This design comes from an exercise in tuning for small area, a short achievable clock period and few clock cycles on the open sky130 flow, not from production work.
The RTL was checked by simulation tests, not by an equivalence proof against the original design.
Power figures rest on the tool's default switching activity, not on a simulated workload.

==> flow/design.v (excerpt) <==
module beamformer_top (
    input  logic                                                 clk,
    input  logic                                                 reset,
    input  logic                                                 req,
    input  logic [beam_pkg::POS_WIDTH-1:0]                       x_f,
    input  logic [beam_pkg::POS_WIDTH-1:0]                       z_f,
    input  logic [beam_pkg::NUM_CHANNELS*beam_pkg::DATA_WIDTH-1:0] rf_data,
    input  logic                                                 sample_valid,
    output logic                                                 ack,
    output logic                                                 sample_ready,
    output beam_pkg::sum_t                                       beam_out,
    output logic                                                 beam_valid
);
Settings: LEC_CHECK=0, CAP_MARGIN=20, CORE_MARGIN=2, CORE_UTILIZATION=70, SLEW_MARGIN=20; clock period 11.0 ns.
standard.sh (not shown) runs the stock make flow with config.mk's settings and CLKGATE_MAP_FILE= SYNTH_SCRIPT=/design/flow/synth_recipe.tcl, a recipe that flattens the netlist after the stock synthesis.
==> flow/flow/run.sh <==
#!/bin/bash
# Layout: the standard ORFS flow (standard.sh, all steps) with these
# changes to how the layout is made; the design, the clock and the
# constraints are the standard ones:
#  - synthesis: synth_recipe.tcl with flow/abc_split.tcl in front of it, which
#    maps the tap read multiplexers with ABC's default script (see there);
#  - BUFFER_PORTS_ARGS: the ports are buffered with buf_4 rather than the
#    default port buffer, a slow delay cell;
#  - CTS_ARGS: clock tree synthesis without dummy loads, with sink clusters of
#    at most 25 flip-flops within 80 um (the standard clustering options);
set -euo pipefail
export BUFFER_PORTS_ARGS="-buffer_cell sky130_fd_sc_hd__buf_4"
export CTS_ARGS="-sink_clustering_enable -repair_clock_nets -dont_use_dummy_load -sink_clustering_size 25 -sink_clustering_max_diameter 80"
export SETUP_SLACK_MARGIN=7.3
cat flow/abc_split.tcl synth_recipe.tcl > split_synth.tcl
sed "s#SYNTH_SCRIPT=[^ ]*#SYNTH_SCRIPT=$PWD/split_synth.tcl#" standard.sh > split_standard.sh
grep -q "SYNTH_SCRIPT=$PWD/split_synth.tcl" split_standard.sh
bash split_standard.sh "$@" > flow_standard.log 2>&1
==> flow/flow/abc_split.tcl <==
# Prepended to the standard flow's synthesis script (synth_recipe.tcl) by run.sh.
# ORFS's synthesis maps all logic with one ABC call using its speed script.
# Here that call is split in two: first the tap read multiplexers (the logic
# that feeds the tap registers, back to the registers it reads) with ABC's
# default script, which maps this wide and-or logic to fewer cells; then
# everything else, unchanged, with the standard call. Registers are mapped
# before ABC runs, so they are the same as in the standard synthesis.
proc abc {args} {
  set i [lsearch -exact $args -script]
  set dargs $args
  if {$i >= 0} { set dargs [lreplace $args $i [expr {$i + 1}]] }
  yosys select -set taps c:*delay_line_i.tap*
  yosys select -set tapd @taps %ci1:+sky130_fd_sc_hd__dfxtp_1\[D\] @taps %d
  yosys select -set readmux @tapd %ci*:-sky130_fd_sc_hd__dfxtp_1:-sky130_fd_sc_hd__edfxtp_1 t:sky130_fd_sc_hd__dfxtp_1 %d t:sky130_fd_sc_hd__edfxtp_1 %d
  yosys abc {*}$dargs @readmux
  yosys abc {*}$args
}
Testbench counts at the start, summed over its fixed seeds: cycles 4,632.
Then changed:
--- a/flow/flow/run.sh
+++ b/flow/flow/run.sh
@@ -8,9 +8,9 @@
 #    default port buffer, a slow delay cell;
 #  - CTS_ARGS: clock tree synthesis without dummy loads, with sink clusters of
-#    at most 25 flip-flops within 80 um (the standard clustering options);
+#    at most 25 flip-flops within 60 um (the standard clustering options);
 set -euo pipefail
 export BUFFER_PORTS_ARGS="-buffer_cell sky130_fd_sc_hd__buf_4"
-export CTS_ARGS="-sink_clustering_enable -repair_clock_nets -dont_use_dummy_load -sink_clustering_size 25 -sink_clustering_max_diameter 80"
-export SETUP_SLACK_MARGIN=7.3
+export CTS_ARGS="-sink_clustering_enable -repair_clock_nets -dont_use_dummy_load -sink_clustering_size 25 -sink_clustering_max_diameter 60"
+export SETUP_SLACK_MARGIN=7.2
 cat flow/abc_split.tcl synth_recipe.tcl > split_synth.tcl
 sed "s#SYNTH_SCRIPT=[^ ]*#SYNTH_SCRIPT=$PWD/split_synth.tcl#" standard.sh > split_standard.sh
--- a/flow/config.mk
+++ b/flow/config.mk
@@ -8,4 +8,4 @@
 export CAP_MARGIN = 20
 export CORE_MARGIN = 2
-export CORE_UTILIZATION = 70
+export CORE_UTILIZATION = 65
 export SLEW_MARGIN = 20
Result: The changed run went through all stages and came out clean. Area after synthesis does not change. Total power rose by about 1.5%. Clock skew rises by 0.020 ns. Via count falls by about 0.46%. Fmax came out higher by about 0.5%. Final cell count increases by 1.3%. Combinational power falls by about 3%. Cell area is higher by about 0.53%. Count of clock-buffer cells in the layout climbs by 87.
Then changed:
--- a/flow/flow/run.sh
+++ b/flow/flow/run.sh
@@ -8,9 +8,9 @@
 #    default port buffer, a slow delay cell;
 #  - CTS_ARGS: clock tree synthesis without dummy loads, with sink clusters of
-#    at most 25 flip-flops within 60 um (the standard clustering options);
+#    at most 25 flip-flops within 80 um (the standard clustering options);
 set -euo pipefail
 export BUFFER_PORTS_ARGS="-buffer_cell sky130_fd_sc_hd__buf_4"
-export CTS_ARGS="-sink_clustering_enable -repair_clock_nets -dont_use_dummy_load -sink_clustering_size 25 -sink_clustering_max_diameter 60"
-export SETUP_SLACK_MARGIN=7.2
+export CTS_ARGS="-sink_clustering_enable -repair_clock_nets -dont_use_dummy_load -sink_clustering_size 25 -sink_clustering_max_diameter 80"
+export SETUP_SLACK_MARGIN=7.3
 cat flow/abc_split.tcl synth_recipe.tcl > split_synth.tcl
 sed "s#SYNTH_SCRIPT=[^ ]*#SYNTH_SCRIPT=$PWD/split_synth.tcl#" standard.sh > split_standard.sh
Power falls by 1.3%.
Non-clock buffer count increases by 86.
Global-route usage hardly moves.
Worst setup slack improved by 0.020 ns.
Core utilization falls by 0.16 points.
Sequential power hardly moves.
Worst hold slack improves by 0.052 ns.
Cell area is about the same.
Via count barely changes.

==> port drivers added, routing unchanged <==
Ports are ideal in the flow. The routed layouts listed here were re-timed in OpenROAD.
Step 1: set_driving_cell puts a clkbuf_16 on clk and a buf_2 on each other input, an assumption about the parent block.
Step 2 times the ports against the registers' clock, not the clock port: input delays grow and output delays shrink by t, the midpoint of the rising clock arrivals with the driver on.
Slacks: no drivers / after step 1 / after step 2; pairs: no drivers / after step 1.
run | t (ns) | slack for setup (ns) | clock arrival spread, ns | worst register clock-pin slew, ns | pins driven straight from the clock port
the first run | 1.079 | 7.205 / 7.184 / 6.190 | 0.131 / 0.131 | 0.10 / 0.10 | 1
the second run | 1.112 | 7.223 / 7.142 / 6.190 | 0.127 / 0.127 | 0.10 / 0.10 | 1
the third run | 1.098 | 7.243 / 7.120 / 6.239 | 0.126 / 0.126 | 0.11 / 0.11 | 1
After both steps setup and hold are still met in every run listed. The setup slack of the second run, which loses most, moves by -0.081 ns with the drivers and by -1.033 ns with both steps.
